Background: an optimization exercise with open tools, aiming at small area, a short achievable clock period and few clock cycles per item. Do not read the settings as production practice.
Function was checked by simulation only, so behaviour that the tests miss may differ from the original.
Power figures rest on the tool's default switching activity, not on a simulated workload.

==> flow/design.v (excerpt) <==
module board_dropsim_seq #(
    parameter int ROWS  = 20,
    parameter int COLS  = 10,
    parameter int ROW_W = 5,
    parameter int COL_W = 4
) (
    input  logic                 clk,
    input  logic                 rst_n,
    input  logic                 req_valid,
    output logic                 req_ready,
    input  logic [15:0]          req_piece,
    input  logic [COL_W-1:0]     req_col,
    input  logic [ROWS*COLS-1:0] req_board,
    output logic                 rsp_valid,
    input  logic                 rsp_ready,
    output logic                 rsp_ok,
    output logic [ROWS*COLS-1:0] rsp_board,
    output logic [ROW_W-1:0]     rsp_land_row,
    output logic [2:0]           rsp_lines
);
For scale: about 2,700 cells after synthesis, about 210 flip-flops, ~440 I/O pins, ~21,000 um^2 of cells after synthesis.
clock: 12.0 ns
lec_check: 0
cap_margin: 20
core_margin: 2
core_utilization: 30
cts_buf_list: sky130_fd_sc_hd__clkbuf_4 sky130_fd_sc_hd__clkbuf_8
slew_margin: 20
standard.sh (not shown) runs the stock make flow with config.mk's settings and CLKGATE_MAP_FILE= SYNTH_SCRIPT=/design/flow/synth_recipe.tcl, a recipe that flattens the netlist after the stock synthesis.
==> flow/flow/run.sh <==
#!/bin/bash
# Standard ORFS layout, with timing repair aimed below the clock period and
# port buffers from a fast buffer cell. Tool output goes to logs in this folder.
set -euo pipefail
export SETUP_SLACK_MARGIN=${MARGIN:-5.75}
export BUFFER_PORTS_ARGS="-buffer_cell sky130_fd_sc_hd__buf_1"
bash standard.sh > orfs_flow.log 2>&1
Testbench counts at the start, summed over its fixed seeds: cycles 2,020, items 2,000.
Next try:
==> flow/run.sh (new file) <==
#!/bin/bash
# synth_recipe.tcl (not shown) runs the flow's synth.tcl, then flattens the netlist and writes it again
# the make line also repeats each setting of config.mk as NAME=value (left out here)
make -C /OpenROAD-flow-scripts/flow DESIGN_CONFIG=/design/flow/config.mk WORK_HOME=/design/flow/orfs CLKGATE_MAP_FILE= SYNTH_SCRIPT=/design/flow/synth_recipe.tcl finish
- CTS_BUF_LIST: sky130_fd_sc_hd__clkbuf_4 sky130_fd_sc_hd__clkbuf_8 -> default
removed: flow/flow/run.sh
removed: flow/standard.sh
The new run went through all stages and came out clean.
Clock-buffer cell count went down by 18.
Power went up by 3.4%.
Via count fell by 1.9%.
Die area does not change.
Hold slack stays flat.
Utilization went up by 2.5 points.
Register-to-register slack gets worse by 0.56 ns.
Setup slack degrades by 2.7 ns.
Cell area goes up by 6.7%.
Final cell count went down by 2.0%.

board_dropsim_seq again, from the RTL that the note above started with.
export LEC_CHECK = 0
export CAP_MARGIN = 20
export CELL_PAD_IN_SITES_DETAIL_PLACEMENT = 1
export CELL_PAD_IN_SITES_GLOBAL_PLACEMENT = 2
export CORE_MARGIN = 2
export CORE_UTILIZATION = 30
export SLEW_MARGIN = 20
create_clock -name core_clock -period 12.0 [get_ports {clk}]
==> flow/flow/run.sh <==
#!/bin/bash
# Standard ORFS layout, with timing repair aimed below the clock period and
# port buffers from a fast buffer cell. Tool output goes to logs in this folder.
set -euo pipefail
export SETUP_SLACK_MARGIN=${MARGIN:-6}
export BUFFER_PORTS_ARGS="-buffer_cell sky130_fd_sc_hd__buf_1"
bash standard.sh > orfs_flow.log 2>&1
Testbench counts at the start, summed over its fixed seeds: cycles 2,020, items 2,000.
Change:
CELL_PAD_IN_SITES_DETAIL_PLACEMENT = not set   (was 1)
CELL_PAD_IN_SITES_GLOBAL_PLACEMENT = not set   (was 2)
CTS_BUF_LIST = sky130_fd_sc_hd__clkbuf_4 sky130_fd_sc_hd__clkbuf_8   (was not set)
Routed wire length drops by roughly a tenth; worst hold slack is better by 6.1 ps; combinational power drops by a few percent; final area drops by a few percent; cell count is unchanged; total power drops by a few percent; clock-buffer cell count climbs by 17; worst setup slack is better by 80 ps; sequential share of layout area climbs by 0.80 points; global-route usage drops by 6.2 points; clock power drops by roughly a tenth.

The RTL this note starts from:
==> flow/design.v <==
module board_dropsim_seq #(
    parameter int ROWS  = 20,
    parameter int COLS  = 10,
    parameter int ROW_W = 5,
    parameter int COL_W = 4
) (
    input  logic                 clk,
    input  logic                 rst_n,
    input  logic                 req_valid,
    output logic                 req_ready,
    input  logic [15:0]          req_piece,
    input  logic [COL_W-1:0]     req_col,
    input  logic [ROWS*COLS-1:0] req_board,
    output logic                 rsp_valid,
    input  logic                 rsp_ready,
    output logic                 rsp_ok,
    output logic [ROWS*COLS-1:0] rsp_board,
    output logic [ROW_W-1:0]     rsp_land_row,
    output logic [2:0]           rsp_lines
);
    localparam int BW = ROWS * COLS;
    logic [(1<<COL_W)-1:0]     dc;       
    logic [3:0]                pc;       
    logic [3:0]                pz;       
    logic [3:0][COLS-1:0]      s;        
    logic                      oob;
    logic [ROWS-1:0]           coll;     
    logic [ROWS-1:0]           lnd;      
    logic                      ok;
    logic [ROW_W-1:0]          land;
    logic [BW-1:0]             placed;
    always_comb begin
        for (int v = 0; v < (1 << COL_W); v++) dc[v] = (req_col == COL_W'(v));
        for (int i = 0; i < 4; i++) begin
            pc[i] = req_piece[i] | req_piece[4+i] | req_piece[8+i] | req_piece[12+i];
            pz[i] = |req_piece[4*i +: 4];
        end
        for (int k = 0; k < 4; k++) begin
            for (int j = 0; j < COLS; j++) begin
                s[k][j] = 1'b0;
                for (int i = 0; i < 4; i++)
                    if (j - i >= 0) s[k][j] = s[k][j] | (req_piece[4*k+i] & dc[j-i]);
            end
        end
        oob = 1'b0;
        for (int i = 0; i < 4; i++)
            for (int v = 0; v < (1 << COL_W); v++)
                if (v + i >= COLS) oob = oob | (pc[i] & dc[v]);
        for (int y = 0; y < ROWS; y++) begin
            coll[y] = 1'b0;
            for (int k = 0; k < 4; k++) begin
                if (y + k >= ROWS) coll[y] = coll[y] | pz[k];
                else coll[y] = coll[y] | (|(s[k] & req_board[(y+k)*COLS +: COLS]));
            end
        end
        ok = (|pz) & ~oob & ~coll[0];
        for (int y = 0; y < ROWS; y++) begin
            lnd[y] = ok & ((y == ROWS - 1) ? 1'b1 : coll[y+1]);
            for (int z = 1; z <= y; z++) lnd[y] = lnd[y] & ~coll[z];
        end
        land = '0;
        for (int y = 0; y < ROWS; y++)
            if (lnd[y]) land = land | ROW_W'(y);
        for (int r = 0; r < ROWS; r++) begin
            placed[r*COLS +: COLS] = req_board[r*COLS +: COLS];
            for (int k = 0; k < 4; k++)
                if (r - k >= 0)
                    placed[r*COLS +: COLS] = placed[r*COLS +: COLS] | ({COLS{lnd[r-k]}} & s[k]);
        end
    end
    logic             valid_q;
    logic             ok_q;
    logic [BW-1:0]    board_q;
    logic [ROW_W-1:0] land_q;
    logic [2:0]       lines_q;
    logic [ROWS-1:0]  full;
    logic [ROWS-1:0]  suf;      
    logic             clr;
    always_comb begin
        for (int r = 0; r < ROWS; r++) full[r] = &board_q[r*COLS +: COLS];
        suf[ROWS-1] = full[ROWS-1];
        for (int r = ROWS - 2; r >= 0; r--) suf[r] = suf[r+1] | full[r];
        clr       = ok_q & suf[0];
        rsp_valid = valid_q & ~clr;
        req_ready = ~valid_q | (rsp_valid & rsp_ready);
    end
    always_ff @(posedge clk or negedge rst_n) begin
        if (!rst_n) valid_q <= 1'b0;
        else if (req_ready) valid_q <= req_valid;
    end
    always_ff @(posedge clk) begin
        if (req_ready) begin
            board_q <= placed;
            ok_q    <= ok;
            land_q  <= land;
            lines_q <= '0;
        end else if (clr) begin
            for (int r = 0; r < ROWS; r++)
                if (suf[r])
                    board_q[r*COLS +: COLS] <= (r == 0) ? '0 : board_q[(r-1)*COLS +: COLS];
            lines_q <= lines_q + 3'd1;
        end
    end
    assign rsp_ok       = ok_q;
    assign rsp_board    = board_q;
    assign rsp_land_row = land_q;
    assign rsp_lines    = lines_q;
endmodule
export LEC_CHECK = 0
export CAP_MARGIN = 20
export CORE_MARGIN = 2
export CORE_UTILIZATION = 30
export CTS_BUF_LIST = sky130_fd_sc_hd__clkbuf_4 sky130_fd_sc_hd__clkbuf_8
export SLEW_MARGIN = 20
create_clock -name core_clock -period 12.0 [get_ports {clk}]
==> flow/flow/run.sh <==
#!/bin/bash
# Standard ORFS layout, with timing repair aimed below the clock period and
# port buffers from a fast buffer cell. Tool output goes to logs in this folder.
set -euo pipefail
export SETUP_SLACK_MARGIN=${MARGIN:-6.25}
export BUFFER_PORTS_ARGS="-buffer_cell sky130_fd_sc_hd__buf_1"
bash standard.sh > orfs_flow.log 2>&1
The first run completed without violations.
Testbench counts at the start, summed over its fixed seeds: cycles 2,020, items 2,000.
Change:
--- a/flow/flow/run.sh
+++ b/flow/flow/run.sh
@@ -5 +5 @@
-export SETUP_SLACK_MARGIN=${MARGIN:-6.25}
+export SETUP_SLACK_MARGIN=${MARGIN:-6}
Settings changed: CELL_PAD_IN_SITES_DETAIL_PLACEMENT set to 1, CELL_PAD_IN_SITES_GLOBAL_PLACEMENT set to 2.
Effect: Setup slack got worse by 0.27 ns; final area went down by 4.2%; clock power went up by 2.7%; utilization went down by 1.7 points; total power went down by 0.68%; wire length went up by 8.5%; register-to-register slack improved by 0.21 ns; final cell count went down by 2.0%; synthesized area does not change.

## port drivers added, routing unchanged
In the flow no input, the clock included, has a driving cell. The finished layouts below were timed again as built, in two steps.
Step 1, drivers: a clkbuf_16 drives clk and a buf_2 each remaining input, both assumed.
Step 2 adds t to the input delays and takes it off the output delays; t is the mean of the earliest and latest rising clock arrival at the registers after step 1. Input paths then give back, and output paths get back, about the clock's delay inside the block.
Slacks: no drivers / after step 1 / after step 2; pairs: no drivers / after step 1.
run | shift t [ns] | setup slack, ns | latest minus earliest clock arrival (ns)
the first run of note 1 | 0.706 | 5.727 / 5.744 / 5.038 | 0.072 / 0.072
the second run of note 1 | 0.669 | 3.065 / 3.105 / 2.436 | 0.043 / 0.042
the first run of note 2 | 0.670 | 5.852 / 5.887 / 5.217 | 0.027 / 0.026
the second run of note 2 | 0.677 | 5.933 / 5.964 / 5.287 | 0.033 / 0.032
the first run of note 3 | 0.716 | 6.167 / 6.161 / 5.445 | 0.039 / 0.040
the second run of note 3 | 0.722 | 5.894 / 5.933 / 5.210 | 0.043 / 0.043
After both steps setup and hold are still met in every run listed. The setup slack of the first run of note 3, which loses most, moves by -0.006 ns with the drivers and by -0.722 ns with both steps.
